This design comes from an exercise in tuning for small area on the open sky130 flow, not from production work.
Function was checked by simulation only, so behaviour that the tests miss may differ from the original.

==> flow/design.v (outline; a module is shown in full before it is edited, if it fits) <==
// module sad_min_search: 2244 lines
// module sad_fa: 10 lines
// module sad_ha: 9 lines
// module sad_ornot: 7 lines
module sad_min_search #(
   parameter int PIX_W = 8,
   parameter int LANES = 32,
   parameter int BEATS = 32,
   parameter int IDX_W = 16,
   localparam int SAD_W = PIX_W + $clog2(LANES * BEATS)
) (
   input  logic                   Bus2IP_Clk,
   input  logic                   Bus2IP_Reset,
   input  logic                   clr,
   input  logic                   in_valid,
   input  logic [PIX_W*LANES-1:0] in_face,
   input  logic [PIX_W*LANES-1:0] in_group,
   output logic                   sad_valid,
   output logic [SAD_W-1:0]       sad_out,
   output logic [IDX_W-1:0]       sad_idx,
   output logic                   best_valid,
   output logic [SAD_W-1:0]       best_sad,
   output logic [IDX_W-1:0]       best_idx
);
  // ...
==> flow/flow/run.sh <==
#!/bin/bash
# The standard layout, with the port buffers that buffer_ports inserts set
# to the smallest plain buffer instead of the tool's default pick.
set -euo pipefail
bash standard.sh BUFFER_PORTS_ARGS="-buffer_cell sky130_fd_sc_hd__buf_1" finish > make_finish.log 2>&1
==> flow/standard.sh <==
#!/bin/bash
# synth_recipe.tcl (not shown) runs the flow's synth.tcl, then flattens the netlist and writes it again
# the make line also repeats each setting of config.mk as NAME=value (left out here)
make -C /OpenROAD-flow-scripts/flow DESIGN_CONFIG=/design/flow/config.mk WORK_HOME=/design/flow/orfs CLKGATE_MAP_FILE= SYNTH_SCRIPT=/design/flow/synth_recipe.tcl "${@:-finish}"
==> flow/config.mk <==
export PLATFORM = sky130hd
export DESIGN_NAME = sad_min_search
export DESIGN_NICKNAME = sad_min_search
export VERILOG_FILES = /design/flow/design.v
export SDC_FILE = /design/flow/constraint.sdc
export NUM_CORES = 4
export LEC_CHECK = 0
export CAP_MARGIN = 20
export CORE_MARGIN = 2
export CORE_UTILIZATION = 40
export CTS_BUF_LIST = sky130_fd_sc_hd__clkbuf_4 sky130_fd_sc_hd__clkbuf_8
export PLACE_DENSITY = 0.6
export SLEW_MARGIN = 20
export SYNTH_HIERARCHICAL = 1
export SYNTH_MINIMUM_KEEP_SIZE = 0
==> flow/constraint.sdc <==
create_clock -name core_clock -period 7.0 [get_ports {Bus2IP_Clk}]
set_input_delay 1.4000 -clock core_clock [delete_from_list [all_inputs] [get_ports {Bus2IP_Clk}]]
set_output_delay 1.4000 -clock core_clock [all_outputs]
set_load 0.01 [all_outputs]
==> run notes, run 1 <==
Global route
The first global-routing pass estimated between 90000 and 100000 um of wire. In this run the most used layer during global routing was met2. The met3 demand-to-capacity share in global routing is slightly below 3%.

Final layout
Once layout is done, the placed cells without fillers occupy between 20000 and 25000 um2. The proportion of cell area occupied by registers is approximately 16%. The share of the core filled with cells in the final layout is between 40% and 50%. Leaving out the clock tree, the finished layout contains a buffer count of between 600 and 700. After the last flow step, the layout net total stands at approximately 3300.

Non-clock inverters in the final layout number ~250. The share of final layout cell area taken by non-clock buffers is 12.18%. In the layout the commonest cells are 585 x buf_1, 499 x fa_1, 247 x inv_1, 233 x xnor2_1, 88 x dfxtp_1.

Synthesis
The net count after synthesis is 2610. Yosys mapped a number of flops with a built-in enable equal to 70. The synthesized netlist devotes 2.582% of its cell area to compound gates.

The adder and majority cell fraction of the synthesized area is about 54%.

Critical path
Traced cell by cell, the critical path runs through buf_1, xor2_1, fa_1, fa_1, fa_1, fa_1, fa_1, fa_1, fa_1, fa_1, fa_1, fa_1, fa_1. The family with the most delay on the worst path is adder cells. In this run the worst setup path begins at in_face[112]. The depth of the worst register-to-register path is 11. The worst-path cell with the longest stage delay is fa_1. The termination of the worst setup path is r1_q[38]. At the worst endpoint, the required time is between 7 and 8 ns. For this run, the slowest stage of the critical path takes approximately 0.57 ns. The worst-case register-to-register setup slack is between 2 and 2.5 ns.

Worst hold path
The tightest min-delay check is of the flip-flop to flip-flop type. The start point of the worst hold path is acc_q[7]. The worst hold endpoint is hold_q[7].

Drt
The detailed-routed wire length on met3 is 2094 um. The via count normalized by instance count is 4.710.

CTS
The number of gates resized after CTS is 0. The quantity of hold-fixing buffers added after cts is 0. The later pin in the worst-skew pair is clocked with a latency of between 0.4 and 0.5 ns. The maximum clock path buffer count is 2.

Timing
After layout, the minimum clock period comes to roughly 6.7 ns. Derived from the worst setup path, the maximum achievable clock frequency is roughly 150 MHz.

Run status
The flow ran to the end and the layout has no timing, DRC or antenna violations.

Place
Timing analysis after detailed placement gives a worst setup slack of -0.2003 ns.
==> inputs of run 2 (changes only) <==
--- a/flow/config.mk
+++ b/flow/config.mk
@@ -11,2 +11,3 @@
 export CTS_BUF_LIST = sky130_fd_sc_hd__clkbuf_4 sky130_fd_sc_hd__clkbuf_8
+export GPL_TIMING_DRIVEN = 0
 export PLACE_DENSITY = 0.6
==> run 2 against run 1 <==
  * Still clean on timing, DRC and antenna
  * Cell count is 1.6% lower
  * Non-clock buffer count is 47 lower
  * Synthesized area stayed put
  * Fmax is 3.2% lower
  * Worst hold slack worse by 0.0063 ns
  * Count of clock-buffer cells in the layout stayed put
  * First-iteration DRC count is 2.8% lower
==> run notes, run 2 <==
Critical path
Sequence of cells on the critical path: buf_1, nand2b_1, fa_1, fa_1, fa_1, fa_1, fa_1, fa_1, fa_1, clkbuf_1, xnor2_2, fa_1, fa_1, fa_1, fa_1 (was buf_1, xor2_1, fa_1, fa_1, fa_1, fa_1, fa_1, fa_1, fa_1, fa_1, fa_1, fa_1, fa_1). The maximum fanout count along the critical path came to 8 (was 2). The arrival time at the worst endpoint was 7.23 ns (was 7.04 ns). The startpoint type of the worst setup path is an input port (unchanged). The category of the most critical setup path was input port to flip-flop (unchanged). The worst-path cell with the longest stage delay is fa_1 (unchanged). The element type at the critical path end is a flip-flop (unchanged). The highest cell delay on the worst timing path is 0.65 ns (was 0.57 ns).

The critical path data required time came to 7.31 ns (was 7.34 ns). The cell repeated most along the worst path is fa_1 (unchanged).

CTS
The quantity of hold-fixing buffers added after cts was 0 (unchanged). The maximum clock path buffer count is 2 (unchanged). The total number of H-tree levels is 4 (unchanged). The clock-pin slew reported for the worst setup and hold paths after clock tree synthesis is 0.08 ns (was 0.10 ns). The source-to-sink clock delay at the later pin of the worst-skew pair came to 0.44 ns (was 0.46 ns). The TritonCTS buffer count is 17 (unchanged).

The clock tree from TritonCTS is done (unchanged). The number of clock sinks is 158 (unchanged). The root buffer cell was clkbuf_8 (unchanged).

Synthesis
Top cells by area, synth: fa_1 51%, edfxtp_1 11%, xnor2_1 10% (unchanged). List of most frequent post-synthesis cells: 499 x fa_1, 247 x inv_1, 233 x xnor2_1 (unchanged). The fraction of the yosys area taken by sequential cells is 19.74% (unchanged). The fraction of registers with async set/reset is 0% (unchanged). The dominant cell by count in the synthesized netlist is fa_1 (unchanged). The net count after synthesis is 2610 (unchanged). The number of warnings printed during yosys synthesis is 7 (unchanged).

The total standard cell area after synthesis is 19580 um2 (unchanged). The synthesized area per cell is 12.65 um2 (unchanged). The number of storage elements in the synthesis netlist is 158 (unchanged).

The post-synthesis instance total is 1547 (unchanged). The predominant post-synthesis flop cell is dfxtp_1 (unchanged). The fraction of post-synthesis cell area in the top cell type by area was 51.03% (unchanged). The number of distinct library cells after synthesis is 51 (unchanged).

The largest area contributor in the synthesized netlist is fa_1 (unchanged). The number of enable-type register cells in the synthesized netlist is 70 (unchanged).

Timing
The number of endpoints failing setup at the final stage is 0 (unchanged). The maximum frequency from static timing analysis is 144.5 MHz (was 149.4 MHz). The worst clock skew on the final layout is 0.01900 ns (was 0.01644 ns). The pin slew with the least headroom to its limit is 0.8383 ns (was 0.8836 ns).

The worst-case setup margin in the final layout was 0.08055 ns (was 0.3052 ns). Unrepaired setup endpoints after global routing: yes (was no). The share of the clock period used by the worst path is 98.85% (was 95.64%).

The worst relative slew slack was 44.03% (was 41.02%). The max-slew violation total from the final report is 0 (unchanged). The number of hold violations in the final report is 0 (unchanged). The shortest clock period the worst path allows after layout came to 6.919 ns (was 6.695 ns).

Worst hold path
The path category of the worst min-delay check is flip-flop to flip-flop (unchanged).

Run status
Outcome: finished clean (unchanged).

Floorplan
The placement row count is 81 (unchanged). The width of the die came to 225.2 um (unchanged). The starting density of the core was 40.24% (unchanged). The I/O pin count is 586 (unchanged). The die footprint is 50730 um2 (unchanged). The die span in y came to 225.2 um (unchanged). The core footprint was 48650 um2 (unchanged).

Global route
The maximum number of pins on one net before global-route repair is 26 (was 35). The overflow left after global routing is 0 (unchanged). The via count of the first global-routing pass is 15330 (was 15540).

The global-route wire length before repair is 91050 um (was 93520 um). The number of antenna violations at the first check in global routing was 10 (was 7). The total routing resource utilization after global routing is 25.13% (was 25.68%).

Final layout
The net count reported at finish was 3211 (was 3258). The fraction of layout cells with a size suffix above 1 came to 2.453% (was 5.978%). The area growth from synthesis to layout is 17.68% (was 19.96%). Most frequent cells in the layout: 584 x buf_1, 499 x fa_1, 247 x inv_1, 229 x xnor2_1, 88 x dfxtp_1 (was 585 x buf_1, 499 x fa_1, 247 x inv_1, 233 x xnor2_1, 88 x dfxtp_1). The commonest non-fill, non-tap cell in the layout was buf_1 (unchanged). The register with the most flip-flops is r1_q (unchanged).

The flip-flop count of the largest register after layout came to 60 (unchanged). The share of the core filled with cells in the final layout is 47.36% (was 48.27%).

Drt
The remaining number of nets flagged by the antenna check after routing is 0 (unchanged). The final routed wire length divided by cell count is 22.23 um (was 22.35 um). The first-iteration detailed-routing DRC count was 524 (was 539). The detailed-routing iteration count for the pre-antenna-repair pass came to 5 (was 7). The detailed-route DRC error count came to 0 (unchanged).

The final wirelength is 61980 um (was 63310 um). The via count normalized by instance count was 4.690 (was 4.710). The total number of vias came to 13080 (was 13340).

Job
The number of max-capacitance violations reported is 0 (unchanged).

Place
The sum of net half-perimeters after detailed placement is 58570 um (was 59900 um). The pre-CTS setup slack came to -0.4716 ns (was -0.2003 ns). The global placement routability congestion came to 1.007 (was 0.9855). The count of input and output buffers is 584 (was 585).
## run 2: cell counts after synthesis
No cell type changed its count.
## run 2: kinds of logic (layout without fill, tap and decap cells)
| logic type | after synthesis | after routing | synth area share [%] |
|---|---|---|---|
| fa+ha+maj | 547 | 547 | 54.10 |
| buf+inv | 289 | 903 | 5.567 |
| xor+xnor | 280 | 280 | 12.53 |
| simple gates | 194 | 194 | 5.279 |
| flops | 158 | 158 | 19.74 |
| compound gates | 75 | 75 | 2.582 |
| mux | 4 | 4 | 0.2109 |
| other cells | 0 | 5 | 0 |
## run 2: final timing paths
kind / slack (ns) / cells after the start / endpoint / startpoint
setup / recovery: 0.08 / 15 / r1_q[2] / in_face[176]
hold / removal: 0.45 / 0 / hold_q[3] / acc_q[3]
setup reg to reg: 1.82 / 14 / acc_q[15] / f1_q
hold reg to reg: 0.45 / 0 / hold_q[3] / acc_q[3]
## run 2: what timing repair did
item,4_1_cts,5_1_grt
endpoints found under the setup margin,1,2
setup buffers,0,0
resized for setup,1,3
## run 2: worst max-delay path, delay by kind of cell
family	cells	cell delay, ns
AND/OR/NAND/NOR	1	0.15
XOR/XNOR	1	0.25
adder cells (fa/ha/maj)	11	5.03
buffers and inverters	2	0.40
## run 2: layer usage
metal | vias to the layer above | wire length, um | GRT usage (%)
li1 | 5885 | - | -
met1 | 6755 | 24140 | 30.05
met2 | 369 | 34360 | 48.14
met3 | 63 | 1863 | 2.256
met4 | 4 | 1586 | 6.644
met5 | - | 27 | 0
## run 2: metrics by stage
stage / hold slack (ns) / TNS, ns / instances / instance area (um2)
floorplan: 0.4180 / 0 / 1547 / 19580
global placement: 0.4315 / -7.391 / 2753 / 22550
detailed placement: 0.4295 / -9.197 / 2754 / 22590
CTS: 0.4543 / 0 / 2786 / 23010
global route: 0.4724 / -0.003671 / 2787 / 23040
finish: 0.4498 / 0 / 2788 / 23040
## run 2: cell type report
cell class                 instances  area, um2
tap                              622      778.2
sequential                       158       3864
timing repair buffer             585       2220
multi-input combinational       1100      14660
fill                            4608      25610
clock buffer                      18      241.5
inverter                         247      927.1
antenna                            5      12.51
clock inverter                    14      180.2
buffer                            39      151.4
## run 2: per-module statistics from Yosys, one instance, submodules excluded
| module | cells inside | copies in the design | flip-flops and latches |
|---|---|---|---|
| sad_ha | 1 | 13 | 0 |
| sad_min_search | 1004 | 1 | 158 |
| sad_fa | 1 | 498 | 0 |
| sad_ornot | 1 | 32 | 0 |
==> inputs of run 3 (changes only) <==
--- a/flow/config.mk
+++ b/flow/config.mk
@@ -9,6 +9,6 @@
 export CORE_MARGIN = 2
-export CORE_UTILIZATION = 40
+export CORE_UTILIZATION = 55
 export CTS_BUF_LIST = sky130_fd_sc_hd__clkbuf_4 sky130_fd_sc_hd__clkbuf_8
 export GPL_TIMING_DRIVEN = 0
-export PLACE_DENSITY = 0.6
+export PLACE_DENSITY = 0.7
 export SLEW_MARGIN = 20
==> run 3 against run 2 <==
  * Critical path depth did not move
  * Sequential share of layout area rose by 0.094 points
  * Critical endpoint is now r1_q[14]
  * Flip-flop and latch count did not move
  * Critical path type unchanged
==> run notes, run 3 <==
Drt
The total number of vias was 13310 (was 13080). The remaining number of nets flagged by the antenna check after routing was 0 (unchanged). The final wirelength was 60630 um (was 61980 um). The final routed wire length divided by cell count is 23.03 um (was 22.23 um). The via count normalized by instance count is 5.054 (was 4.690). The detailed-route DRC error count was 0 (unchanged).

The first-iteration detailed-routing DRC count is 710 (was 524). The detailed-routing iteration count for the pre-antenna-repair pass is 5 (unchanged).

Run status
Outcome: finished clean (unchanged).

Critical path
The count of buffering cells on the critical path with inverters included is 2 (unchanged). The category of the most critical setup path is input port to flip-flop (unchanged). The start of the worst register-to-register path is f1_q (unchanged).

The number of cells on the critical path is 15 (unchanged). The cell repeated most along the worst path is fa_1 (unchanged). The family with the most delay on the worst path is adder cells (unchanged).

The worst-path cell with the longest stage delay is fa_1 (unchanged). The maximum fanout count along the critical path came to 8 (unchanged). The startpoint type of the worst setup path is an input port (unchanged). The critical path data required time was 7.34 ns (was 7.31 ns). The element type at the critical path end is a flip-flop (unchanged).

The depth of the worst register-to-register path is 14 (unchanged). The arrival time at the worst endpoint is 7.21 ns (was 7.23 ns). The worst-case register-to-register setup slack came to 1.87 ns (was 1.82 ns). The reg-to-reg critical path endpoint is acc_q[15] (unchanged). The highest cell delay on the worst timing path is 0.57 ns (was 0.65 ns). Sequence of cells on the critical path: buf_1, nand2b_1, fa_1, fa_1, fa_1, fa_1, fa_1, fa_1, fa_1, clkbuf_1, xnor2_2, fa_1, fa_1, fa_1, fa_1 (unchanged).

Synthesis
The fraction of post-synthesis cell area in the top cell type by area is 51.03% (unchanged). List of most frequent post-synthesis cells: 499 x fa_1, 247 x inv_1, 233 x xnor2_1 (unchanged). The predominant post-synthesis flop cell is dfxtp_1 (unchanged). The number of distinct library cells after synthesis is 51 (unchanged). The largest area contributor in the synthesized netlist is fa_1 (unchanged).

The fraction of the yosys area taken by sequential cells is 19.74% (unchanged). The synthesized area per cell was 12.65 um2 (unchanged). The fraction of registers with async set/reset was 0% (unchanged).

The number of enable-type register cells in the synthesized netlist is 70 (unchanged). The number of warnings printed during yosys synthesis is 7 (unchanged). The post-synthesis instance total is 1547 (unchanged).

Top cells by area, synth: fa_1 51%, edfxtp_1 11%, xnor2_1 10% (unchanged). The dominant cell by count in the synthesized netlist was fa_1 (unchanged). The number of storage elements in the synthesis netlist is 158 (unchanged).

The net count after synthesis is 2610 (unchanged). The total standard cell area after synthesis is 19580 um2 (unchanged).

Timing
The worst relative slew slack came to 44.57% (was 44.03%). The max-slew violation total from the final report came to 0 (unchanged). The worst clock skew on the final layout is 0.02212 ns (was 0.01900 ns). Unrepaired setup endpoints after global routing: yes (unchanged). The maximum frequency from static timing analysis came to 145.5 MHz (was 144.5 MHz). The number of endpoints failing setup at the final stage is 0 (unchanged). The shortest clock period the worst path allows after layout is 6.872 ns (was 6.919 ns). The share of the clock period used by the worst path is 98.17% (was 98.85%).

The number of hold violations in the final report came to 0 (unchanged). The pin slew with the least headroom to its limit was 0.8304 ns (was 0.8383 ns). The minimum hold slack is 0.4486 ns (was 0.4498 ns).

CTS
The root buffer cell is clkbuf_8 (unchanged). The quantity of hold-fixing buffers added after cts is 0 (unchanged). The post-CTS repair timing setup buffer count was 0 (unchanged). The number of gates resized after CTS came to 0 (was 1). The clock tree from TritonCTS is done (unchanged).

The number of clock sinks is 158 (unchanged). The total number of H-tree levels is 4 (unchanged). The source-to-sink clock delay at the later pin of the worst-skew pair is 0.47 ns (was 0.44 ns). The clock-pin slew reported for the worst setup and hold paths after clock tree synthesis is 0.09 ns (was 0.08 ns).

The maximum clock path buffer count is 2 (unchanged). The TritonCTS buffer count came to 17 (unchanged).

Global route
The number of antenna violations at the first check in global routing is 14 (was 10). The via count of the first global-routing pass is 14680 (was 15330). The maximum number of pins on one net before global-route repair came to 27 (was 26). The global-route wire length before repair was 85930 um (was 91050 um). The total routing resource utilization after global routing is 33.52% (was 25.13%). The overflow left after global routing is 0 (unchanged).

Final layout
The number of standard cells in the layout, taps in and fillers out is 2633 (was 2788). Most frequent cells in the layout: 584 x buf_1, 499 x fa_1, 247 x inv_1, 224 x xnor2_1, 88 x dfxtp_1 (was 584 x buf_1, 499 x fa_1, 247 x inv_1, 229 x xnor2_1, 88 x dfxtp_1). The net count reported at finish is 3213 (was 3211). The area growth from synthesis to layout is 17.03% (was 17.68%). The fraction of layout cells with a size suffix above 1 is 2.681% (was 2.453%). The commonest non-fill, non-tap cell in the layout is buf_1 (unchanged). The register with the most flip-flops is r1_q (unchanged). The flip-flop count of the largest register after layout is 60 (unchanged).

Place
The sum of net half-perimeters after detailed placement is 56630 um (was 58570 um). The global placement routability congestion is 1.013 (was 1.007). The count of input and output buffers is 584 (unchanged). The cell count after placement is 2593 (was 2754).

Floorplan
The die span in y is 192.7 um (was 225.2 um). The starting density of the core was 55.44% (was 40.24%). The width of the die is 192.7 um (was 225.2 um).

The placement row count is 69 (was 81). The core footprint is 35310 um2 (was 48650 um2). The die footprint is 37120 um2 (was 50730 um2).

The I/O pin count was 586 (unchanged).

Worst hold path
The number of cells on the worst hold path came to 0 (unchanged). The start point of the worst hold path was acc_q[0] (was acc_q[3]). The path category of the worst min-delay check was flip-flop to flip-flop (unchanged).

The worst hold endpoint is hold_q[0] (was hold_q[3]).

Job
The number of max-capacitance violations reported is 0 (unchanged).
-- run 3: stage by stage --
stage	setup WS, ns	utilization, %	instance area (um2)	TNS, ns
floorplan	0.2875	-	19580	0
global placement	-0.3803	63.28	22350	-7.780
detailed placement	-0.3532	63.39	22380	-9.558
CTS	0.1435	64.64	22820	0
global route	-0.03276	64.87	22900	-0.05665
finish	0.1280	64.88	22910	0
-- run 3: worst max path at each step --
stage	endpoint	slack, ns	start
6_report	r1_q[14]	0.13	in_group[128]
5_1_grt	r1_q[2]	-0.03	in_group[128]
3_5_place_dp	r1_q[31]	-0.35	in_face[104]
4_1_cts	r1_q[31]	0.14	in_face[104]
3_3_place_gp	r1_q[14]	-0.38	in_face[40]
2_1_floorplan	r1_q[2]	0.29	in_face[80]
-- run 3: final cells by class --
| class | count | area, um2 |
|---|---|---|
| tap | 461 | 576.8 |
| clock inverter | 14 | 197.7 |
| fill | 2892 | 12400 |
| sequential | 158 | 3864 |
| antenna | 9 | 22.52 |
| timing repair buffer | 585 | 2220 |
| buffer | 41 | 158.9 |
| multi-input combinational | 1100 | 14700 |
| clock buffer | 18 | 241.5 |
| inverter | 247 | 927.1 |
-- run 3: logic make-up after synthesis --
logic type	Yosys count	share of synthesized area, %
AO/OA/AOI/OAI	75	2.582
XOR/XNOR	280	12.53
adder cells (fa/ha/maj)	547	54.10
buffers and inverters	289	5.567
flip-flops	158	19.74
multiplexers	4	0.2109
AND/OR/NAND/NOR	194	5.279
-- run 3: routing by layer --
layer,part of all wire [%],up-vias,GRT usage (%)
met2,52,489,57.91
met4,3.1,8,11.98
met3,7.0,97,7.783
li1,-,5896,-
met1,38,6816,41.31
met5,0.063,-,0
-- run 3: per-module statistics from Yosys (local to each module, per instance) --
module,flops+latches,cell area (um2),cells inside,copies in the design
sad_ha,0,12.51,1,13
sad_ornot,0,6.256,1,32
sad_min_search,158,9244,1004,1
sad_fa,0,20.02,1,498
-- run 3: worst register-to-register path, stage by stage, from the launching register on --
cell and delay (ns):
dfxtp_1 0.37, clkbuf_1 0.36, clkbuf_1 0.43, nor2b_1 0.20
fa_1 0.41, fa_1 0.40, fa_1 0.47, fa_1 0.49
ha_1 0.33, clkbuf_1 0.21, a21o_1 0.24, a221oi_1 0.37
nor2_1 0.11, mux2_2 0.28, a211o_1 0.22
==> inputs of run 4 (changes only) <==
==> flow/flow/run.sh (replaced) <==
#!/bin/bash
# The standard layout, with two changes: the port buffers that buffer_ports
# inserts are the smallest plain buffer instead of the tool's default pick,
# and clock tree synthesis adds no dummy loads.
set -euo pipefail
bash standard.sh \
  BUFFER_PORTS_ARGS="-buffer_cell sky130_fd_sc_hd__buf_1" \
  CTS_ARGS="-sink_clustering_enable -repair_clock_nets -dont_use_dummy_load -buf_list sky130_fd_sc_hd__clkbuf_16 -sink_clustering_size 40 -sink_clustering_max_diameter 100" \
  finish > make_finish.log 2>&1
--- a/flow/config.mk
+++ b/flow/config.mk
@@ -9,6 +9,6 @@
 export CORE_MARGIN = 2
-export CORE_UTILIZATION = 55
+export CORE_UTILIZATION = 40
 export CTS_BUF_LIST = sky130_fd_sc_hd__clkbuf_4 sky130_fd_sc_hd__clkbuf_8
 export GPL_TIMING_DRIVEN = 0
-export PLACE_DENSITY = 0.7
+export PLACE_DENSITY = 0.6
 export SLEW_MARGIN = 20
==> run 4 against run 3 <==
  * Worst setup slack lost 0.031 ns
  * Worst hold slack got worse by 0.0036 ns
  * Still clean
  * Utilization shrank 17 points
  * Critical endpoint is now r1_q[2]
==> run notes, run 4 <==
Synthesis
The synthesized area per cell is 12.65 um2 (unchanged). Top cells by area, synth: fa_1 51%, edfxtp_1 11%, xnor2_1 10% (unchanged). The number of warnings printed during yosys synthesis is 7 (unchanged). The net count after synthesis is 2610 (unchanged). The largest area contributor in the synthesized netlist was fa_1 (unchanged). The fraction of post-synthesis cell area in the top cell type by area is 51.03% (unchanged). The fraction of the yosys area taken by sequential cells came to 19.74% (unchanged). The number of storage elements in the synthesis netlist is 158 (unchanged).

List of most frequent post-synthesis cells: 499 x fa_1, 247 x inv_1, 233 x xnor2_1 (unchanged). The total standard cell area after synthesis is 19580 um2 (unchanged). The number of enable-type register cells in the synthesized netlist is 70 (unchanged). The dominant cell by count in the synthesized netlist is fa_1 (unchanged).

The predominant post-synthesis flop cell was dfxtp_1 (unchanged). The fraction of registers with async set/reset came to 0% (unchanged). The post-synthesis instance total is 1547 (unchanged). The number of distinct library cells after synthesis came to 51 (unchanged).

Final layout
Most frequent cells in the layout: 584 x buf_1, 499 x fa_1, 247 x inv_1, 225 x xnor2_1, 88 x dfxtp_1 (was 584 x buf_1, 499 x fa_1, 247 x inv_1, 224 x xnor2_1, 88 x dfxtp_1). The commonest non-fill, non-tap cell in the layout is buf_1 (unchanged). The area growth from synthesis to layout came to 17.80% (was 17.03%). The flip-flop count of the largest register after layout is 60 (unchanged).

The fraction of layout cells with a size suffix above 1 came to 1.960% (was 2.681%). The register with the most flip-flops is r1_q (unchanged). The net count reported at finish came to 3208 (was 3213).

Timing
The number of hold violations in the final report is 0 (unchanged). The max-slew violation total from the final report came to 0 (unchanged). The number of endpoints failing setup at the final stage was 0 (unchanged). The worst relative slew slack is 44.59% (was 44.57%).

The worst clock skew on the final layout is 0.02442 ns (was 0.02212 ns). The shortest clock period the worst path allows after layout is 6.903 ns (was 6.872 ns). The pin slew with the least headroom to its limit is 0.8301 ns (was 0.8304 ns).

Unrepaired setup endpoints after global routing: yes (unchanged). The maximum frequency from static timing analysis is 144.9 MHz (was 145.5 MHz). The worst-case setup margin in the final layout is 0.09746 ns (was 0.1280 ns).

The share of the clock period used by the worst path is 98.61% (was 98.17%).

Worst hold path
The path category of the worst min-delay check is flip-flop to flip-flop (unchanged).

Global route
The number of antenna violations at the first check in global routing was 10 (was 14). The overflow left after global routing is 0 (unchanged). The total routing resource utilization after global routing was 25.15% (was 33.52%). The via count of the first global-routing pass came to 15320 (was 14680). The global-route wire length before repair is 91080 um (was 85930 um). The maximum number of pins on one net before global-route repair came to 26 (was 27).

CTS
The quantity of hold-fixing buffers added after cts is 0 (unchanged). The TritonCTS buffer count is 17 (unchanged). The number of gates resized after CTS is 1 (was 0). The total number of H-tree levels is 4 (unchanged). The root buffer cell is clkbuf_16 (was clkbuf_8). The maximum clock path buffer count is 2 (unchanged). The clock tree from TritonCTS is done (unchanged). The post-CTS repair timing setup buffer count came to 0 (unchanged). The source-to-sink clock delay at the later pin of the worst-skew pair is 0.41 ns (was 0.47 ns).

The clock-pin slew reported for the worst setup and hold paths after clock tree synthesis is 0.05 ns (was 0.09 ns). The number of clock sinks is 158 (unchanged).

Critical path
The arrival time at the worst endpoint is 7.18 ns (was 7.21 ns). The element type at the critical path end is a flip-flop (unchanged). The category of the most critical setup path is input port to flip-flop (unchanged). The critical path data required time is 7.28 ns (was 7.34 ns). The maximum fanout count along the critical path is 8 (unchanged).

The startpoint type of the worst setup path was an input port (unchanged).

Drt
The final routed wire length divided by cell count is 22.37 um (was 23.03 um). The via count normalized by instance count is 4.708 (was 5.054). The detailed-routing iteration count for the pre-antenna-repair pass came to 5 (unchanged). The final wirelength is 61970 um (was 60630 um). The remaining number of nets flagged by the antenna check after routing is 0 (unchanged). The total number of vias was 13040 (was 13310). The first-iteration detailed-routing DRC count is 468 (was 710). The detailed-route DRC error count is 0 (unchanged).

Run status
Outcome: finished clean (unchanged).

Place
The sum of net half-perimeters after detailed placement came to 58570 um (was 56630 um). The global placement routability congestion came to 1.007 (was 1.013). The count of input and output buffers came to 584 (unchanged). The pre-CTS setup slack came to -0.4716 ns (was -0.3532 ns).

Floorplan
The die span in y is 225.2 um (was 192.7 um). The I/O pin count came to 586 (unchanged). The placement row count is 81 (was 69). The core footprint was 48650 um2 (was 35310 um2). The starting density of the core is 40.24% (was 55.44%).

The width of the die is 225.2 um (was 192.7 um). The die footprint is 50730 um2 (was 37120 um2).

Job
The number of max-capacitance violations reported was 0 (unchanged).
[run 4: Yosys stat by module, one instance, submodules excluded]
module	area [um2]	flops+latches	cells inside
sad_min_search	9244	158	1004
sad_fa	20.02	0	1
sad_ha	12.51	0	1
sad_ornot	6.256	0	1
[run 4: path summary, 6_finish.rpt]
kind                                    from        end  slack (ns)  depth (start not counted)
worst max-delay path            in_face[176]    r1_q[2]         0.1                         14
worst min register to register      acc_q[6]  hold_q[6]        0.44                          0
worst max register to register          f1_q  acc_q[15]        1.82                         14
worst min-delay path                acc_q[6]  hold_q[6]        0.44                          0
[run 4: cells by family (layout without fill, tap and decap cells)]
| group | after synthesis | count (layout) | share of synthesized area (%) |
|---|---|---|---|
| simple gates | 194 | 194 | 5.279 |
| xor+xnor | 280 | 280 | 12.53 |
| flops | 158 | 158 | 19.74 |
| other cells | 0 | 5 | 0 |
| buf+inv | 289 | 885 | 5.567 |
| mux | 4 | 4 | 0.2109 |
| compound gates | 75 | 75 | 2.582 |
| fa+ha+maj | 547 | 547 | 54.10 |
[run 4: final cells by class]
cell class                 instances  area [um2]
antenna                            5       12.51
buffer                            36       140.1
clock buffer                      17       425.4
fill                            4593       25590
inverter                         247       927.1
multi-input combinational       1100       14690
sequential                       158        3864
tap                              622       778.2
timing repair buffer             585        2220
[run 4: metal layers]
metal  part of all wire [%]  global-route usage, %  vias up
met4                    2.5                  6.494        4
met3                    3.1                  2.347       62
met2                     55                  48.17      376
met1                     39                  30.07     6730
met5                  0.044                      0        -
li1                       -                      -     5868
[run 4: critical path, cell delays in order]
cell and delay (ns):
buf_1 0.09, nand2b_1 0.15, fa_1 0.39, fa_1 0.41, fa_1 0.41, fa_1 0.41
fa_1 0.41, fa_1 0.40, fa_1 0.62, xnor2_2 0.25, fa_1 0.57, fa_1 0.58
fa_1 0.65, fa_1 0.43
[run 4: metrics by stage]
step	hold slack [ns]	instances	TNS, ns	utilization, %	area, um2
detailed placement	0.4295	2754	-9.197	46.43	22590
floorplan	0.4180	1547	0	-	19580
global placement	0.4315	2753	-7.391	46.35	22550
finish	0.4449	2770	0	47.40	23060
global route	0.4706	2769	-0.05049	47.40	23060
CTS	0.4455	2771	0	47.32	23020
==> inputs of run 5 (changes only) <==
--- a/flow/flow/run.sh
+++ b/flow/flow/run.sh
@@ -7,3 +7,3 @@
   BUFFER_PORTS_ARGS="-buffer_cell sky130_fd_sc_hd__buf_1" \
-  CTS_ARGS="-sink_clustering_enable -repair_clock_nets -dont_use_dummy_load -buf_list sky130_fd_sc_hd__clkbuf_16 -sink_clustering_size 40 -sink_clustering_max_diameter 100" \
+  CTS_ARGS="-sink_clustering_enable -repair_clock_nets -dont_use_dummy_load -buf_list {sky130_fd_sc_hd__clkbuf_4 sky130_fd_sc_hd__clkbuf_8}" \
   finish > make_finish.log 2>&1
==> run 5 against run 4 <==
  * Still clean on timing, DRC and antenna
  * Worst hold slack got worse by 0.0020 ns
  * Die area unchanged
  * Fmax increased by 0.31%
==> run notes, run 5 <==
Synthesis
The number of enable-type register cells in the synthesized netlist is 70 (unchanged). Top cells by area, synth: fa_1 51%, edfxtp_1 11%, xnor2_1 10% (unchanged). The post-synthesis instance total was 1547 (unchanged). The fraction of post-synthesis cell area in the top cell type by area came to 51.03% (unchanged). The net count after synthesis is 2610 (unchanged). The dominant cell by count in the synthesized netlist is fa_1 (unchanged).

List of most frequent post-synthesis cells: 499 x fa_1, 247 x inv_1, 233 x xnor2_1 (unchanged). The synthesized area per cell was 12.65 um2 (unchanged). The number of storage elements in the synthesis netlist is 158 (unchanged). The predominant post-synthesis flop cell is dfxtp_1 (unchanged). The fraction of registers with async set/reset is 0% (unchanged). The number of warnings printed during yosys synthesis was 7 (unchanged).

The total standard cell area after synthesis is 19580 um2 (unchanged). The fraction of the yosys area taken by sequential cells came to 19.74% (unchanged). The number of distinct library cells after synthesis is 51 (unchanged). The largest area contributor in the synthesized netlist is fa_1 (unchanged).

Drt
The remaining number of nets flagged by the antenna check after routing is 0 (unchanged). The final wirelength is 61820 um (was 61970 um). The final routed wire length divided by cell count is 22.31 um (was 22.37 um).

The total number of vias is 13030 (was 13040). The detailed-route DRC error count is 0 (unchanged). The first-iteration detailed-routing DRC count is 503 (was 468). The detailed-routing iteration count for the pre-antenna-repair pass was 4 (was 5).

The via count normalized by instance count is 4.701 (was 4.708).

Floorplan
The core footprint is 48650 um2 (unchanged). The die footprint came to 50730 um2 (unchanged). The width of the die is 225.2 um (unchanged).

The placement row count was 81 (unchanged). The starting density of the core is 40.24% (unchanged). The I/O pin count is 586 (unchanged). The die span in y was 225.2 um (unchanged).

CTS
The source-to-sink clock delay at the later pin of the worst-skew pair is 0.44 ns (was 0.41 ns). The number of clock sinks came to 158 (unchanged). The total number of H-tree levels was 4 (unchanged).

The quantity of hold-fixing buffers added after cts came to 0 (unchanged). The post-CTS repair timing setup buffer count is 0 (unchanged). The TritonCTS buffer count was 17 (unchanged). The root buffer cell is clkbuf_8 (was clkbuf_16).

The maximum clock path buffer count is 2 (unchanged). The clock tree from TritonCTS is done (unchanged). The clock-pin slew reported for the worst setup and hold paths after clock tree synthesis was 0.07 ns (was 0.05 ns).

Global route
The global-route wire length before repair is 90790 um (was 91080 um). The via count of the first global-routing pass was 15300 (was 15320). The maximum number of pins on one net before global-route repair came to 26 (unchanged). The number of antenna violations at the first check in global routing came to 10 (unchanged). The total routing resource utilization after global routing is 25.06% (was 25.15%). The overflow left after global routing is 0 (unchanged).

Place
The pre-CTS setup slack is -0.4716 ns (unchanged). The cell count after placement was 2754 (unchanged). The sum of net half-perimeters after detailed placement is 58570 um (unchanged). The count of input and output buffers came to 584 (unchanged). The global placement routability congestion is 1.007 (unchanged).

Worst hold path
The number of cells on the worst hold path is 2 (was 0). The path category of the worst min-delay check is flip-flop to flip-flop (unchanged).

Run status
Outcome: finished clean (unchanged).

Timing
The max-slew violation total from the final report is 0 (unchanged). The worst clock skew on the final layout is 0.03370 ns (was 0.02442 ns). The number of endpoints failing setup at the final stage is 0 (unchanged). The number of hold violations in the final report is 0 (unchanged). The worst relative slew slack is 44.49% (was 44.59%). The maximum frequency from static timing analysis is 145.3 MHz (was 144.9 MHz).

The pin slew with the least headroom to its limit is 0.8315 ns (was 0.8301 ns). The share of the clock period used by the worst path is 98.31% (was 98.61%). The worst-case setup margin in the final layout was 0.1185 ns (was 0.09746 ns). The shortest clock period the worst path allows after layout came to 6.881 ns (was 6.903 ns).

Final layout
The share of the core filled with cells in the final layout is 47.00% (was 47.40%). The net count reported at finish was 3209 (was 3208). The flip-flop count of the largest register after layout was 60 (unchanged). The fraction of layout cells with a size suffix above 1 is 1.912% (was 1.960%). The area growth from synthesis to layout is 16.80% (was 17.80%). The number of standard cells in the layout, taps in and fillers out is 2771 (was 2770). The register with the most flip-flops is r1_q (unchanged). The commonest non-fill, non-tap cell in the layout is buf_1 (unchanged).

Most frequent cells in the layout: 584 x buf_1, 499 x fa_1, 247 x inv_1, 226 x xnor2_1, 88 x dfxtp_1 (was 584 x buf_1, 499 x fa_1, 247 x inv_1, 225 x xnor2_1, 88 x dfxtp_1). The number of filler cells placed in the layout is 4619 (was 4593).

Critical path
The maximum fanout count along the critical path came to 8 (unchanged). The depth of the worst register-to-register path is 14 (unchanged). The critical path data required time is 7.30 ns (was 7.28 ns). The arrival time at the worst endpoint is 7.18 ns (about the same). The startpoint type of the worst setup path is an input port (unchanged). The element type at the critical path end is a flip-flop (unchanged). The category of the most critical setup path is input port to flip-flop (unchanged).

Job
The number of max-capacitance violations reported is 0 (unchanged).
## run 5: changes by cell type in the layout (fill, tap and decap cells not counted)
| cell | change |
|---|---|
| clkbuf_16 | -17 |
| clkbuf_8 | +17 |
| xnor2_2 | -1 |
| xnor2_1 | +1 |
| clkbuf_1 | +1 |
## run 5: final cells by class
class / count / area [um2] / area share (%)
antenna: 5 / 12.51 / 0.05472
buffer: 37 / 143.9 / 0.6293
clock buffer: 17 / 234.0 / 1.023
inverter: 247 / 927.1 / 4.055
multi-input combinational: 1100 / 14690 / 64.23
sequential: 158 / 3864 / 16.90
tap: 622 / 778.2 / 3.404
timing repair buffer: 585 / 2220 / 9.707
## run 5: worst max-delay path, stage by stage
cell	delay [ns]
buf_1	0.09
nand2b_1	0.15
fa_1	0.39
fa_1	0.41
fa_1	0.41
fa_1	0.41
fa_1	0.41
fa_1	0.40
fa_1	0.62
xnor2_2	0.25
fa_1	0.57
fa_1	0.58
fa_1	0.66
fa_1	0.43
## run 5: worst paths after layout
| check | endpoint | slack, ns | start |
|---|---|---|---|
| max | r1_q[2] | 0.12 | in_face[176] |
| min | best_valid_q | 0.44 | d3_q |
| max reg2reg | acc_q[15] | 1.84 | f1_q |
| min reg2reg | best_valid_q | 0.44 | d3_q |
## run 5: per-module statistics from Yosys, one instance, submodules excluded
module,area (um2),cells,times used,flops+latches
sad_ha,12.51,1,13,0
sad_ornot,6.256,1,32,0
sad_fa,20.02,1,498,0
sad_min_search,9244,1004,1,158
## run 5: repair_timing
action | in CTS | in global routing
pin swaps | 0 | 0
endpoints found under the setup margin | 1 | 5
resized for setup | 1 | 6
## run 5: cells by family after synthesis
group           after synthesis  share of synthesized area [%]
buf+inv                     289                          5.567
fa+ha+maj                   547                          54.10
xor+xnor                    280                          12.53
mux                           4                         0.2109
compound gates               75                          2.582
simple gates                194                          5.279
flops                       158                          19.74
## run 5: per-stage QoR
step           cell area, um2  hold slack (ns)   TNS (ns)
6_report                22870           0.4430          0
3_3_place_gp            22550           0.4315     -7.391
2_1_floorplan           19580           0.4180          0
3_5_place_dp            22590           0.4295     -9.197
4_1_cts                 22830           0.4477          0
5_1_grt                 22860           0.4742  -0.001610
## run 5: routing by layer
metal  wire, um  GRT usage, %  vias up
li1           -             -     5871
met4       1544         6.238        4
met5         27             0        -
met1      23950         29.99     6706
met3       1974         2.269       64
met2      34320         48.14      381
==> inputs of run 6 (changes only) <==
--- a/flow/flow/run.sh
+++ b/flow/flow/run.sh
@@ -7,3 +7,3 @@
   BUFFER_PORTS_ARGS="-buffer_cell sky130_fd_sc_hd__buf_1" \
-  CTS_ARGS="-sink_clustering_enable -repair_clock_nets -dont_use_dummy_load -buf_list {sky130_fd_sc_hd__clkbuf_4 sky130_fd_sc_hd__clkbuf_8}" \
+  CTS_ARGS="-sink_clustering_enable -repair_clock_nets -dont_use_dummy_load -buf_list sky130_fd_sc_hd__clkbuf_8" \
   finish > make_finish.log 2>&1
==> run 6 against run 5 <==
  * First-iteration DRC count unchanged
  * Synthesized cell count unchanged
  * Flip-flop and latch count unchanged
  * Die area unchanged
  * Synthesized area unchanged
  * Highest routed layer unchanged
==> run notes, run 6 <==
Critical path
The count of buffering cells on the critical path with inverters included is 1 (unchanged). The cell repeated most along the worst path is fa_1 (unchanged). The arrival time at the worst endpoint is 7.18 ns (about the same). The startpoint type of the worst setup path is an input port (unchanged). The family with the most delay on the worst path is adder cells (unchanged). The worst-case register-to-register setup slack was 1.84 ns (about the same). Sequence of cells on the critical path: buf_1, nand2b_1, fa_1, fa_1, fa_1, fa_1, fa_1, fa_1, fa_1, xnor2_2, fa_1, fa_1, fa_1, fa_1 (unchanged). The depth of the worst register-to-register path is 14 (unchanged). The worst-path cell with the longest stage delay is fa_1 (unchanged).

The highest cell delay on the worst timing path was 0.66 ns (about the same). The reg-to-reg critical path endpoint is acc_q[15] (unchanged). The category of the most critical setup path is input port to flip-flop (unchanged). The element type at the critical path end is a flip-flop (unchanged).

The maximum fanout count along the critical path is 8 (unchanged). The start of the worst register-to-register path is f1_q (unchanged). The critical path data required time was 7.30 ns (about the same).

CTS
The clock tree from TritonCTS is done (unchanged). The root buffer cell was clkbuf_8 (unchanged). The maximum clock path buffer count was 2 (unchanged). The TritonCTS buffer count is 17 (unchanged). The source-to-sink clock delay at the later pin of the worst-skew pair is 0.44 ns (about the same). The quantity of hold-fixing buffers added after cts is 0 (unchanged). The total number of H-tree levels is 4 (unchanged). The number of clock sinks came to 158 (unchanged). The clock-pin slew reported for the worst setup and hold paths after clock tree synthesis is 0.07 ns (about the same).

Timing
The worst clock skew on the final layout is 0.03370 ns (unchanged). The maximum frequency from static timing analysis is 145.3 MHz (unchanged). The number of endpoints failing setup at the final stage is 0 (unchanged).

The worst relative slew slack is 44.49% (unchanged). The share of the clock period used by the worst path is 98.31% (unchanged). The pin slew with the least headroom to its limit is 0.8315 ns (unchanged). The max-slew violation total from the final report came to 0 (unchanged). The number of hold violations in the final report is 0 (unchanged). The shortest clock period the worst path allows after layout came to 6.881 ns (unchanged).

Synthesis
The number of storage elements in the synthesis netlist is 158 (unchanged). The post-synthesis mux area share is 0.2109% (unchanged). The post-synthesis simple-gate area fraction is 5.279% (unchanged).

Top cells by area, synth: fa_1 51%, edfxtp_1 11%, xnor2_1 10% (unchanged). The fraction of registers with async set/reset was 0% (unchanged). The number of warnings printed during yosys synthesis is 7 (unchanged). The number of distinct library cells after synthesis came to 51 (unchanged). The net count after synthesis is 2610 (unchanged). List of most frequent post-synthesis cells: 499 x fa_1, 247 x inv_1, 233 x xnor2_1 (unchanged). The post-synthesis xor/xnor area fraction is 12.53% (unchanged). The largest area contributor in the synthesized netlist is fa_1 (unchanged).

The complex-gate fraction of the synthesized area is 2.582% (unchanged). The fraction of post-synthesis cell area in the top cell type by area came to 51.03% (unchanged). The largest family of logic cells by synthesized area is adder cells (unchanged).

The number of enable-type register cells in the synthesized netlist came to 70 (unchanged). The adder and majority cell fraction of the synthesized area came to 54.10% (unchanged). The total standard cell area after synthesis is 19580 um2 (unchanged).

The fraction of the yosys area taken by sequential cells is 19.74% (unchanged). The dominant cell by count in the synthesized netlist is fa_1 (unchanged). The synthesized area per cell is 12.65 um2 (unchanged). The post-synthesis instance total is 1547 (unchanged). The predominant post-synthesis flop cell is dfxtp_1 (unchanged).

Worst hold path
The number of cells on the worst hold path is 2 (unchanged). The worst hold endpoint was best_valid_q (unchanged). The path category of the worst min-delay check is flip-flop to flip-flop (unchanged). The start point of the worst hold path is d3_q (unchanged).

Global route
The global-route wire length before repair is 90790 um (unchanged). The maximum number of pins on one net before global-route repair is 26 (unchanged). The overflow left after global routing is 0 (unchanged). The via count of the first global-routing pass was 15300 (unchanged). The number of antenna violations at the first check in global routing was 10 (unchanged).

The total routing resource utilization after global routing is 25.06% (unchanged).

Final layout
The register with the most flip-flops is r1_q (unchanged). The area growth from synthesis to layout was 16.80% (unchanged). The final instance area came to 22870 um2 (unchanged). Most frequent cells in the layout: 584 x buf_1, 499 x fa_1, 247 x inv_1, 226 x xnor2_1, 88 x dfxtp_1 (unchanged).

The number of filler cells placed in the layout is 4619 (unchanged). The net count reported at finish is 3209 (unchanged). The fraction of layout cells with a size suffix above 1 was 1.912% (unchanged).

The commonest non-fill, non-tap cell in the layout is buf_1 (unchanged). The flip-flop count of the largest register after layout is 60 (unchanged).

Drt
The via count normalized by instance count was 4.701 (unchanged). The total number of vias is 13030 (unchanged). The first-iteration detailed-routing DRC count is 503 (unchanged).

The detailed-route DRC error count is 0 (unchanged). The detailed-routing iteration count for the pre-antenna-repair pass is 4 (unchanged). The final wirelength is 61820 um (unchanged). The remaining number of nets flagged by the antenna check after routing came to 0 (unchanged). The final routed wire length divided by cell count is 22.31 um (unchanged).

Floorplan
The die footprint was 50730 um2 (unchanged). The I/O pin count is 586 (unchanged). The placement row count is 81 (unchanged).

The die span in y is 225.2 um (unchanged). The core footprint is 48650 um2 (unchanged). The width of the die is 225.2 um (unchanged).

The starting density of the core is 40.24% (unchanged).

Place
The area after detailed placement is 22590 um2 (unchanged). The count of input and output buffers came to 584 (unchanged). The global placement routability congestion is 1.007 (unchanged). The sum of net half-perimeters after detailed placement was 58570 um (unchanged).

Job
The number of max-capacitance violations reported is 0 (unchanged).

Run status
Outcome: finished clean (unchanged).
run 6: cell counts after synthesis:
No cell type changed its count.
run 6: Yosys stat by module (local to each module, per instance):
module / times used / area, um2 / cells inside / flip-flops and latches
sad_fa: 498 / 20.02 / 1 / 0
sad_ha: 13 / 12.51 / 1 / 0
sad_ornot: 32 / 6.256 / 1 / 0
sad_min_search: 1 / 9244 / 1004 / 158
run 6: worst max path at each step:
stage / startpoint / to / slack [ns] / cells after the start
3_3_place_gp: in_face[32] / r1_q[2] / -0.42 / 15
2_1_floorplan: in_face[80] / r1_q[2] / 0.29 / 14
5_1_grt: in_face[192] / r1_q[2] / -0.002 / 15
4_1_cts: in_face[120] / r1_q[14] / 0.07 / 15
3_5_place_dp: in_face[32] / r1_q[2] / -0.47 / 15
6_report: in_face[176] / r1_q[2] / 0.12 / 14
run 6: per-layer routing:
metal	global-route usage (%)	part of all wire [%]	vias up
met4	6.238	2.5	4
met1	29.99	39	6706
met2	48.14	56	381
li1	-	-	5871
met3	2.269	3.2	64
met5	0	0.044	-
run 6: cells by family (layout without fill, tap and decap cells):
kind of cell	count (synthesis)	count (layout)
buffers and inverters	289	886
flip-flops	158	158
other	0	5
adder cells (fa/ha/maj)	547	547
AND/OR/NAND/NOR	194	194
XOR/XNOR	280	280
AO/OA/AOI/OAI	75	75
multiplexers	4	4
run 6: repair_timing:
action | CTS | global route
endpoints found under the setup margin | 1 | 5
buffers inserted | 0 | 0
resized for setup | 1 | 6
run 6: tightest hold or removal path, stage by stage, from the launching register on:
cell and delay [ns]:
dfxtp_1 0.31, nor2_1 0.04, nor2_1 0.07
run 6: cell type report:
type	count	area [um2]	area share, %
well taps	622	778.2	3.404
flip-flops and latches	158	3864	16.90
inverters	247	927.1	4.055
clock buffers	17	234.0	1.023
diodes	5	12.51	0.05472
repair buffers	585	2220	9.707
multi-input cells	1100	14690	64.23
plain buffers	37	143.9	0.6293
run 6: metrics by stage:
stage / setup slack (ns) / setup TNS, ns / util (%) / cells / hold slack (ns)
2_1_floorplan: 0.2875 / 0 / - / 1547 / 0.4180
3_3_place_gp: -0.4240 / -7.391 / 46.35 / 2753 / 0.4315
3_5_place_dp: -0.4716 / -9.197 / 46.43 / 2754 / 0.4295
4_1_cts: 0.06802 / 0 / 46.92 / 2771 / 0.4477
5_1_grt: -0.001610 / -0.001610 / 47.00 / 2770 / 0.4742
6_report: 0.1185 / 0 / 47.00 / 2771 / 0.4430
==> inputs of run 7 (changes only) <==
==> flow/flow/run.sh (replaced) <==
#!/bin/bash
# The standard layout, with three changes: synthesis buffers are removed
# before global placement (flow/pre_gpl.tcl), the port buffers that
# buffer_ports inserts are the smallest plain buffer instead of the tool's
# default pick, and clock tree synthesis adds no dummy loads.
set -euo pipefail
here=$(pwd)
bash standard.sh \
  PRE_GLOBAL_PLACE_TCL="$here/flow/pre_gpl.tcl" \
  BUFFER_PORTS_ARGS="-buffer_cell sky130_fd_sc_hd__buf_1" \
  CTS_ARGS="-sink_clustering_enable -repair_clock_nets -dont_use_dummy_load -buf_list sky130_fd_sc_hd__clkbuf_8" \
  finish > make_finish.log 2>&1
==> flow/flow/pre_gpl.tcl (new file) <==
# Before global placement: drop the buffers that synthesis inserted (the
# standard flow does the same when timing-driven placement is on); repair
# later in the flow adds back any that slew, capacitance or timing need.
remove_buffers
==> run 7 against run 6 <==
  * Routed wire length down 0.11%
  * Critical endpoint is now r1_q[14]
  * Flip-flop and latch count unchanged
  * Worst setup slack better by 0.0048 ns
  * Cell count down 1.3%
  * Still clean on timing, DRC and antenna
  * Worst hold slack worse by 0.0069 ns
  * Via count down 1.0%
==> run notes, run 7 <==
Critical path
The cell repeated most along the worst path is fa_1 (unchanged). The critical path data required time was 7.29 ns (was 7.30 ns). The highest cell delay on the worst timing path is 0.62 ns (was 0.66 ns). The arrival time at the worst endpoint was 7.17 ns (was 7.18 ns).

The worst-path cell with the longest stage delay was fa_1 (unchanged). The maximum fanout count along the critical path is 8 (unchanged). The count of buffering cells on the critical path with inverters included came to 1 (unchanged). Sequence of cells on the critical path: buf_1, nand2b_1, fa_1, fa_1, fa_1, fa_1, fa_1, fa_1, fa_1, xnor2_1, fa_1, fa_1, fa_1, fa_1 (was buf_1, nand2b_1, fa_1, fa_1, fa_1, fa_1, fa_1, fa_1, fa_1, xnor2_2, fa_1, fa_1, fa_1, fa_1). The category of the most critical setup path is input port to flip-flop (unchanged).

The element type at the critical path end is a flip-flop (unchanged). The startpoint type of the worst setup path is an input port (unchanged). The family with the most delay on the worst path was adder cells (unchanged).

Timing
The pin slew with the least headroom to its limit is 0.8683 ns (was 0.8315 ns). The maximum frequency from static timing analysis is 145.4 MHz (was 145.3 MHz). The worst clock skew on the final layout is 0.04591 ns (was 0.03370 ns).

The max-slew violation total from the final report is 0 (unchanged). Setup repair after global routing left no endpoint under its margin. The share of the clock period used by the worst path is 98.24% (was 98.31%).

The shortest clock period the worst path allows after layout is 6.877 ns (was 6.881 ns). The worst-case setup margin in the final layout is 0.1234 ns (was 0.1185 ns). The number of endpoints failing setup at the final stage was 0 (unchanged). The number of hold violations in the final report came to 0 (unchanged).

The worst relative slew slack is 42.03% (was 44.49%).

Synthesis
The post-synthesis instance total was 1547 (unchanged). The total standard cell area after synthesis is 19580 um2 (unchanged). The net count after synthesis is 2610 (unchanged). The largest area contributor in the synthesized netlist is fa_1 (unchanged). List of most frequent post-synthesis cells: 499 x fa_1, 247 x inv_1, 233 x xnor2_1 (unchanged).

The number of storage elements in the synthesis netlist came to 158 (unchanged). Top cells by area, synth: fa_1 51%, edfxtp_1 11%, xnor2_1 10% (unchanged). The fraction of registers with async set/reset was 0% (unchanged). The predominant post-synthesis flop cell is dfxtp_1 (unchanged). The fraction of the yosys area taken by sequential cells is 19.74% (unchanged).

The number of enable-type register cells in the synthesized netlist came to 70 (unchanged). The dominant cell by count in the synthesized netlist is fa_1 (unchanged). The number of distinct library cells after synthesis is 51 (unchanged). The fraction of post-synthesis cell area in the top cell type by area is 51.03% (unchanged). The number of warnings printed during yosys synthesis is 7 (unchanged). The synthesized area per cell is 12.65 um2 (unchanged).

Floorplan
The die span in y is 225.2 um (unchanged). The width of the die came to 225.2 um (unchanged). The core footprint is 48650 um2 (unchanged). The I/O pin count is 586 (unchanged). The die footprint is 50730 um2 (unchanged).

The placement row count is 81 (unchanged). The starting density of the core is 40.24% (unchanged).

Global route
The via count of the first global-routing pass is 14950 (was 15300). The overflow left after global routing is 0 (unchanged). The maximum number of pins on one net before global-route repair is 26 (unchanged). The total routing resource utilization after global routing came to 24.80% (was 25.06%). The global-route wire length before repair is 90020 um (was 90790 um). The number of antenna violations at the first check in global routing is 10 (unchanged).

Worst hold path
The path category of the worst min-delay check is flip-flop to flip-flop (unchanged).

CTS
The quantity of hold-fixing buffers added after cts is 0 (unchanged). The post-CTS repair timing setup buffer count is 0 (unchanged). The TritonCTS buffer count is 17 (unchanged). The source-to-sink clock delay at the later pin of the worst-skew pair is 0.44 ns (about the same). The number of clock sinks is 158 (unchanged). The root buffer cell is clkbuf_8 (unchanged). The maximum clock path buffer count is 2 (unchanged). The clock tree from TritonCTS is done (unchanged). The total number of H-tree levels is 4 (unchanged). The number of gates resized after CTS was 0 (was 1).

The clock-pin slew reported for the worst setup and hold paths after clock tree synthesis came to 0.10 ns (was 0.07 ns).

Drt
The total number of vias came to 12890 (was 13030). The detailed-routing iteration count for the pre-antenna-repair pass was 5 (was 4). The via count normalized by instance count was 4.711 (was 4.701). The final routed wire length divided by cell count was 22.57 um (was 22.31 um). The detailed-routed wire length on met3 is 2221 um (was 1974 um).

The top routing layer in use is met5 (unchanged). The wire length on met1 was 23820 um (was 23950 um). The remaining number of nets flagged by the antenna check after routing came to 0 (unchanged). The detailed-route DRC error count came to 0 (unchanged). The first-iteration detailed-routing DRC count is 493 (was 503). The met2 layer wire length in the routed design is 34780 um (was 34320 um). The final wirelength came to 61750 um (was 61820 um).

Final layout
The area growth from synthesis to layout is 15.88% (was 16.80%). The flip-flop count of the largest register after layout is 60 (unchanged). The number of standard cells in the layout, taps in and fillers out is 2736 (was 2771). The register with the most flip-flops is r1_q (unchanged).

The net count reported at finish is 3173 (was 3209). Most frequent cells in the layout: 585 x buf_1, 498 x fa_1, 247 x inv_1, 232 x xnor2_1, 88 x dfxtp_1 (was 584 x buf_1, 499 x fa_1, 247 x inv_1, 226 x xnor2_1, 88 x dfxtp_1). The fraction of layout cells with a size suffix above 1 is 1.613% (was 1.912%). The area occupied by registers is 3864 um2 (unchanged). The area taken by multi-input logic gates is 14640 um2 (was 14690 um2). The number of filler cells placed in the layout was 4633 (was 4619). The commonest non-fill, non-tap cell in the layout was buf_1 (unchanged).

Run status
Outcome: finished clean (unchanged).

Job
The number of max-capacitance violations reported is 0 (unchanged).

Place
The sum of net half-perimeters after detailed placement is 58250 um (was 58570 um). The cell count after placement is 2713 (was 2754). The count of input and output buffers came to 585 (was 584). The global placement routability congestion is 1.013 (was 1.007).

The pre-CTS setup slack is -0.4342 ns (was -0.4716 ns).
==> run 7: cell counts after synthesis <==
No cell type changed its count.
==> run 7: modules after synthesis (local to each module, per instance) <==
module / copies in the design / cells inside
sad_ornot: 32 / 1
sad_min_search: 1 / 1004
sad_fa: 498 / 1
sad_ha: 13 / 1
==> run 7: worst paths after layout <==
kind                 from        end  slack (ns)  cells after the start
max          in_face[104]   r1_q[14]        0.12                     14
min              acc_q[9]  hold_q[9]        0.44                      0
max reg2reg          f1_q  acc_q[17]        2.22                     11
min reg2reg      acc_q[9]  hold_q[9]        0.44                      0
==> run 7: metal layers <==
metal,global-route usage (%),up-vias
li1,-,5796
met1,29.19,6661
met2,48.51,393
met3,3.142,36
met4,4.059,4
met5,0,-
==> run 7: layout make-up <==
type	instances	share of cell area (%)
antenna	6	0.06619
multi-input combinational	1100	64.55
tap	622	3.431
inverter	247	4.087
clock buffer	17	1.031
timing repair buffer	586	9.801
sequential	158	17.03
==> run 7: logic make-up after synthesis <==
| family | synth area share (%) |
|---|---|
| mux | 0.2109 |
| simple gates | 5.279 |
| fa+ha+maj | 54.10 |
| buf+inv | 5.567 |
| xor+xnor | 12.53 |
| flops | 19.74 |
| compound gates | 2.582 |
==> run 7: worst reg2reg max path, cell delays in order, from the launching register on <==
cell and delay [ns]:
dfxtp_1 0.74, nor2b_1 0.25, fa_1 0.50, fa_1 0.41, fa_1 0.55, fa_1 0.44, ha_1 0.45, and3_4 0.25
nand3_2 0.08, o2111a_2 0.34, or4_1 0.54, o211ai_1 0.10
==> run 7: per-stage QoR <==
stage	setup TNS (ns)	cell area (um2)	util, %	hold WS [ns]
floorplan	0	19580	-	0.4180
global placement	-6.599	22390	46.02	0.4288
detailed placement	-8.544	22430	46.10	0.4327
CTS	0	22660	46.58	0.4288
global route	0	22680	46.63	0.4320
finish	0	22690	46.63	0.4361

[re-timing with driven ports]
The results above use ideal ports. As a check the final layouts listed here were re-extracted and re-timed, cells and wires unchanged. Step 1 (the two cells are an assumption about what drives the block):
set clk [get_ports {Bus2IP_Clk}]
set_driving_cell -lib_cell sky130_fd_sc_hd__clkbuf_16 $clk
set_driving_cell -lib_cell sky130_fd_sc_hd__buf_2 [delete_from_list [all_inputs] $clk]
Step 2, shift: input delay + t, output delay - t, t = (earliest + latest rising clock arrival at the registers) / 2. This alone moves slack from input paths to output paths. Three values: ideal ports, drivers, drivers and shift; two values: the first two.
run | t, ns | setup WS [ns] | hold slack, ns | worst setup path after step 2 | pins driven straight from the clock port
run 1 | 0.488 | 0.305 / 0.319 / -0.169 | 0.456 / 0.456 / 0.456 | input to register | 1
run 2 | 0.470 | 0.081 / 0.064 / -0.406 | 0.450 / 0.450 / 0.450 | input to register | 1
run 3 | 0.498 | 0.128 / 0.137 / -0.361 | 0.449 / 0.449 / 0.449 | input to register | 1
run 4 | 0.443 | 0.097 / 0.084 / -0.359 | 0.445 / 0.445 / 0.445 | input to register | 1
run 5 | 0.460 | 0.119 / 0.101 / -0.359 | 0.443 / 0.443 / 0.443 | input to register | 1
run 6 | 0.460 | 0.119 / 0.101 / -0.359 | 0.443 / 0.443 / 0.443 | input to register | 1
run 7 | 0.459 | 0.123 / 0.139 / -0.319 | 0.436 / 0.436 / 0.436 | input to register | 1
With both steps, setup timing fails in every run listed, where it was met with ideal ports. For run 3, which loses most, drivers alone change the setup slack by +0.009 ns; drivers and shift together by -0.489 ns.
